This design comes from an exercise in tuning for small area, a short achievable clock period and few clock cycles on the open sky130 flow, not from production work.
Only simulation tests tie the RTL to the original design; equivalence was not proved.
No activity file was given, so power comes from the tool's default toggle rates.

Setup of cedar:
Design core_top, start of the top module:
module core_top (
    input  logic        CLK,
    input  logic        arst_n,
    input  logic [15:0] ram_q,
    output logic [11:0] ram_addr,
    output logic        ram_wren,
    output logic [15:0] ram_data,
    output logic [31:0] out_data,
    output logic        running
);
    logic        a_fetch;    
    logic [11:0] lfa;        
    logic        pend;
    logic [11:0] spc;        
    logic        q_valid;    
    logic [15:0] ir;
    logic        ir_valid;
    logic        ir_pt;      
    logic [11:0] ir_ret;     
    logic [9:0]  sp;
    logic        ld_a, ld_wb, ret_a, ret_wb;
    logic [2:0]  ld_rd, wb_rd;
    logic        ld_h, wb_h;
    logic        m_busy, m_wb;
    logic [2:0]  m_rd;
    logic [31:0] acc, ma, mb;
    logic        movd2;
    logic [15:0] hw;         
    logic        hv;
    logic        j;
    logic [3:0]  op;
    logic [2:0]  rd, ra, rb, cond;
    logic [1:0]  sub;
    logic [4:0]  func;
    logic [7:0]  imm;
    logic [11:0] taddr;
    assign j     = ir[15];
    assign op    = ir[14:11];
    assign rd    = ir[10:8];
    assign ra    = ir[7:5];
    assign rb    = ir[4:2];
    assign sub   = ir[1:0];
    assign func  = ir[4:0];
    assign imm   = ir[7:0];
    assign cond  = ir[14:12];
    assign taddr = ir[11:0];
    logic is_mul, alu_wr, is_imm;
    assign is_imm = (op >= 4'd4) && (op <= 4'd10);
    assign is_mul = !j && (((op == 4'd1) && (sub == 2'd2)) || (op == 4'd10));
    assign alu_wr = !j && (((op == 4'd1) && !sub[1]) || ((op == 4'd2) && (sub != 2'd3)) ||
                           ((op >= 4'd4) && (op <= 4'd9)) ||
  ...
Size: roughly 4,200 cells after synthesis, about 530 flip-flops, about 80 I/O pins, ~35,000 um2 of cells after synthesis.
clock: 12.0 ns
lec_check: 0
abc_area: 1
cap_margin: 20
core_margin: 2
core_utilization: 55
slew_margin: 20
standard.sh (not shown) runs the stock make flow with config.mk's settings and CLKGATE_MAP_FILE= SYNTH_SCRIPT=/design/flow/synth_recipe.tcl, a recipe that flattens the netlist after the stock synthesis.
==> flow/flow/run.sh <==
#!/bin/bash
set -euo pipefail
bash standard.sh SETUP_SLACK_MARGIN=7.5 finish > make_finish.log 2>&1
Testbench counts of cedar, summed over its fixed seeds: cycles 94,831.
For fjord, these inputs were changed with respect to cedar:
--- a/flow/design.v
+++ b/flow/design.v
@@ -174,12 +174,14 @@
 );
     logic        a_fetch;    
     logic [11:0] lfa;        
     logic        pend;
     logic [11:0] spc;        
     logic        q_valid;    
+    logic        sb_v;       
+    logic [15:0] sb_d;
     logic [15:0] ir;
     logic        ir_valid;
     logic        ir_pt;      
     logic [11:0] ir_ret;     
     logic [9:0]  sp;
     logic        ld_a, ld_wb, ret_a, ret_wb;
@@ -276,14 +278,14 @@
     logic [11:0] req_addr;
     logic [15:0] req_data;
     logic        set_ld, set_ret, ld_h_n;
     logic        sp_inc, sp_dec, out_we, halt;
     logic        m_start, movd2_n;
     logic [9:0]  sp_p1;
-    assign hv    = q_valid;
-    assign hw    = ram_q;
+    assign hv    = sb_v || q_valid;
+    assign hw    = sb_v ? sb_d : ram_q;
     assign sp_p1 = sp + 10'd1;
     assign frz   = ld_wb || m_wb;
     assign go    = ir_valid && running && !frz && !hz;
     always_comb begin
         e_done = 1'b0; const_take = 1'b0; redirect = 1'b0; kill = 1'b0;
         req = 1'b0; req_wr = 1'b0;
@@ -404,29 +406,31 @@
     end
     logic        accept, drop, consume, pd_jump, pd_ret, pd_redirect, r5_busy, pd_taken;
     logic [11:0] nf;
     assign accept  = hv && !const_take && !redirect && !kill && running &&
                      (!ir_valid || e_done);
     assign consume = accept || const_take;
-    assign drop    = q_valid && !consume;
+    assign drop    = sb_v && q_valid && !consume;
     assign r5_busy = (ir_valid && !j && (rd == 3'd5)) || (ld_a && ld_rd == 3'd5) ||
                      (ld_wb && wb_rd == 3'd5) || ((m_busy || m_wb) && m_rd == 3'd5);
     assign pd_taken = (hw[14:13] == 2'b00) ? 1'b1 :
                       (r5_busy ? (hw[14:12] == 3'd3) : cond_true(hw[14:12], z5, n5));
     assign pd_jump  = accept && hw[15];
     assign pd_redirect = pd_jump && pd_taken;
     assign pd_ret   = accept && !req && (hw[15:11] == 5'd0) && (hw[4:0] == 5'd1);
-    assign nf = redirect ? tgt : (pd_redirect ? hw[11:0] : (drop ? spc : lfa + {11'd0, !pend}));
+    assign nf = redirect ? tgt : (pd_redirect ? hw[11:0] : (drop ? spc + 12'd1 : lfa + {11'd0, !pend}));
     always_ff @(posedge CLK) begin
         if (accept) begin
             ir     <= hw;
             sel0   <= 8'd1 << idx0_n;
             sel1   <= 8'd1 << hw[4:2];
             ir_pt  <= hw[15] ? pd_taken : pd_ret;
             ir_ret <= spc + 12'd1;
         end
+        if (consume) sb_d <= ram_q;
+        else if (!sb_v) sb_d <= ram_q;
         if (set_ld) begin
             ld_rd <= rd;
             ld_h  <= ld_h_n;
         end
         wb_rd <= ld_rd;
         wb_h  <= ld_h;
@@ -449,12 +453,13 @@
             ram_addr <= 12'd8;
             a_fetch  <= 1'b1;
             lfa      <= 12'd8;
             pend     <= 1'b0;
             spc      <= 12'd8;
             q_valid  <= 1'b0;
+            sb_v     <= 1'b0;
             ir_valid <= 1'b0;
             sp       <= 10'h3ff;
             running  <= 1'b1;
             out_data <= 32'd0;
             ram_wren <= 1'b0;
             ld_a     <= 1'b0;
@@ -463,12 +468,15 @@
             ret_wb   <= 1'b0;
             m_busy   <= 1'b0;
             m_wb     <= 1'b0;
             movd2    <= 1'b0;
         end else begin
             q_valid <= a_fetch && !drop && !stream_kill && running;
+            if (stream_kill)  sb_v <= 1'b0;
+            else if (consume) sb_v <= sb_v && q_valid;
+            else              sb_v <= sb_v || q_valid;
             if (accept)      ir_valid <= 1'b1;
             else if (e_done) ir_valid <= 1'b0;
             if (redirect)         spc <= tgt;
             else if (pd_redirect) spc <= hw[11:0];
             else if (consume)     spc <= spc + 12'd1;
             if (req) begin
==> comparison <==
- The lower instance count of the mapped netlist of fjord and cedar is in cedar.
- The run showing the greater multi-input gate area in the final layout is fjord.
- Changes observed in fjord relative to cedar: flip-flop and latch count saw an increase, overall fraction of global-route tracks in use saw an increase.
- Per the comparison of fjord with cedar, register-to-register slack -0.06 ns; maximum frequency from static timing analysis -about 1.3%; relative contribution of combinational cells to total power -0.4 points; number of rows created at floorplan +1; count of hold buffers inserted by post-cts repair ~0 delta.
- fjord ended up with a higher power consumption than cedar did.
- fjord gives more number of DRC violations after detailed-routing iteration 0 than cedar did.
Testbench counts of fjord, summed over its fixed seeds: cycles 93,022.


Setup of the reference run:
Another version of the RTL of core_top (not shown whole).
Size in the first run: about 4400 cells after synthesis, about 550 flip-flops, about 80 I/O pins, ~0.036 mm^2 of cells after synthesis.
==> module core_regfile, before the edit <==
module core_regfile (
    input  logic        CLK,
    input  logic        arst_n,
    input  logic [7:0]  rd_sel0,    
    input  logic [7:0]  rd_sel1,
    input  logic [2:0]  wr_idx,
    input  logic        wr_en_h,
    input  logic        wr_en_l,
    input  logic [31:0] wr_data,
    output logic [31:0] rd_data0,
    output logic [31:0] rd_data1,
    output logic [31:0] r5
);
    logic [31:0] regs [8];
    logic [7:0]  vh, vl;
    always_ff @(posedge CLK) begin
        for (int i = 0; i < 8; i++) begin
            if (wr_en_h && wr_idx == 3'(i)) regs[i][31:16] <= wr_data[31:16];
            if (wr_en_l && wr_idx == 3'(i)) regs[i][15:0]  <= wr_data[15:0];
        end
    end
    always_ff @(posedge CLK or negedge arst_n) begin
        if (!arst_n) begin
            vh <= '0;
            vl <= '0;
        end else begin
            for (int i = 0; i < 8; i++) begin
                if (wr_en_h && wr_idx == 3'(i)) vh[i] <= 1'b1;
                if (wr_en_l && wr_idx == 3'(i)) vl[i] <= 1'b1;
            end
        end
    end
    logic [7:0] s0h, s0l, s1h, s1l;
    assign s0h = rd_sel0 & vh;
    assign s0l = rd_sel0 & vl;
    assign s1h = rd_sel1 & vh;
    assign s1l = rd_sel1 & vl;
    always_comb begin
        rd_data0 = '0;
        rd_data1 = '0;
        for (int i = 0; i < 8; i++) begin
            rd_data0 = rd_data0 | (regs[i] & {{16{s0h[i]}}, {16{s0l[i]}}});
            rd_data1 = rd_data1 | (regs[i] & {{16{s1h[i]}}, {16{s1l[i]}}});
        end
    end
    assign r5 = regs[5] & {{16{vh[5]}}, {16{vl[5]}}};
endmodule
==> flow/config.mk <==
export PLATFORM = sky130hd
export DESIGN_NAME = core_top
export DESIGN_NICKNAME = core_top
export VERILOG_FILES = /design/flow/design.v
export SDC_FILE = /design/flow/constraint.sdc
export NUM_CORES = 4
export LEC_CHECK = 0
export ABC_AREA = 1
export CAP_MARGIN = 20
export CORE_MARGIN = 2
export CORE_UTILIZATION = 55
export SLEW_MARGIN = 20
==> flow/constraint.sdc <==
create_clock -name core_clock -period 12.0 [get_ports {CLK}]
set_input_delay 2.4000 -clock core_clock [delete_from_list [all_inputs] [get_ports {CLK}]]
set_output_delay 2.4000 -clock core_clock [all_outputs]
set_load 0.01 [all_outputs]
Scripts as last shown in full above: flow/flow/run.sh
Testbench counts of the reference run, summed over its fixed seeds: cycles 93,022.
Modified inputs, the trial run compared to the reference run
-- flow/design.v --
<<< the reference run, line 75
);
    logic [31:0] regs [8];
    logic [7:0]  vh, vl;
    always_ff @(posedge CLK) begin
        for (int i = 0; i < 8; i++) begin
            if (wr_en_h && wr_idx == 3'(i)) regs[i][31:16] <= wr_data[31:16];
            if (wr_en_l && wr_idx == 3'(i)) regs[i][15:0]  <= wr_data[15:0];
        end
    end
    always_ff @(posedge CLK or negedge arst_n) begin
        if (!arst_n) begin
            vh <= '0;
            vl <= '0;
        end else begin
            for (int i = 0; i < 8; i++) begin
                if (wr_en_h && wr_idx == 3'(i)) vh[i] <= 1'b1;
                if (wr_en_l && wr_idx == 3'(i)) vl[i] <= 1'b1;
            end
        end
    end
    logic [7:0] s0h, s0l, s1h, s1l;
    assign s0h = rd_sel0 & vh;
    assign s0l = rd_sel0 & vl;
    assign s1h = rd_sel1 & vh;
    assign s1l = rd_sel1 & vl;
    always_comb begin
        rd_data0 = '0;
        rd_data1 = '0;
        for (int i = 0; i < 8; i++) begin
            rd_data0 = rd_data0 | (regs[i] & {{16{s0h[i]}}, {16{s0l[i]}}});
            rd_data1 = rd_data1 | (regs[i] & {{16{s1h[i]}}, {16{s1l[i]}}});
        end
    end
    assign r5 = regs[5] & {{16{vh[5]}}, {16{vl[5]}}};
endmodule
`timescale 1ns/1ps
>>> the trial run, line 75
);
    logic [31:0] regs [8];
    always_ff @(posedge CLK or negedge arst_n) begin
        if (!arst_n) begin
            for (int i = 0; i < 8; i++) regs[i] <= '0;
        end else begin
            for (int i = 0; i < 8; i++) begin
                if (wr_en_h && wr_idx == 3'(i)) regs[i][31:16] <= wr_data[31:16];
                if (wr_en_l && wr_idx == 3'(i)) regs[i][15:0]  <= wr_data[15:0];
            end
        end
    end
    always_comb begin
        rd_data0 = '0;
        rd_data1 = '0;
        for (int i = 0; i < 8; i++) begin
            rd_data0 = rd_data0 | (regs[i] & {32{rd_sel0[i]}});
            rd_data1 = rd_data1 | (regs[i] & {32{rd_sel1[i]}});
        end
    end
    assign r5       = regs[5];
endmodule
`timescale 1ns/1ps
## What came out
- Looking at the reports, the trial run completed the entire flow and the layout it produced met the timing, DRC and antenna checks.
- The trial run: post-route worst setup slack is 0.23 ns higher than what the reference run reported.
- The trial run vs the reference run, post-route worst hold slack went down by 0.0044 ns.
- Clock network power share came out higher on the trial run than on the reference run.
- Looking at the reference run and the trial run, the clock power is a wash.
- The worst-case register-to-register setup slack of the trial run is higher than that of the reference run.
- Number of core rows went up by a few percent going from the reference run to the trial run.
- The trial run against the reference run: utilization of the core after routing moved down, well tap count moved up, power moved down, die height moved up, total net switching power level.
- The clock buffer count in the trial run sits 30% above the value recorded for the reference run.
Testbench counts of the trial run, summed over its fixed seeds: cycles 93,022.

re-timing with driven ports:
How much do the figures lean on ideal ports? The routed layouts below were timed once more, with nothing changed but the port constraints.
Step 1 assumes that a clkbuf_16 drives the clock port and a buf_2 every other input.
Step 2 also shifts input and output timing later by t, the mid clock arrival at the registers, as if the neighbouring blocks saw the same clock.
a / b / c = ideal / step 1 / step 2; a / b = the first two.
| run | shift t [ns] | setup slack, ns | worst setup path at the end | slew at the worst register clock pin (ns) | worst slew at a driven data input, ns |
|---|---|---|---|---|---|
| cedar | 0.706 | 7.437 / 7.437 / 6.987 | input to register | 0.07 / 0.07 | 0.04 |
| fjord | 0.704 | 7.375 / 7.375 / 6.827 | input to register | 0.07 / 0.07 | 0.07 |
| the reference run | 0.722 | 7.317 / 7.317 / 6.888 | input to register | 0.08 / 0.08 | 0.04 |
| the trial run | 0.730 | 7.549 / 7.549 / 6.913 | input to register | 0.07 / 0.07 | 0.05 |
After both steps setup and hold are still met in every run listed. The setup slack of the trial run, which loses most, moves by 0.000 ns with the drivers and by -0.636 ns with both steps.
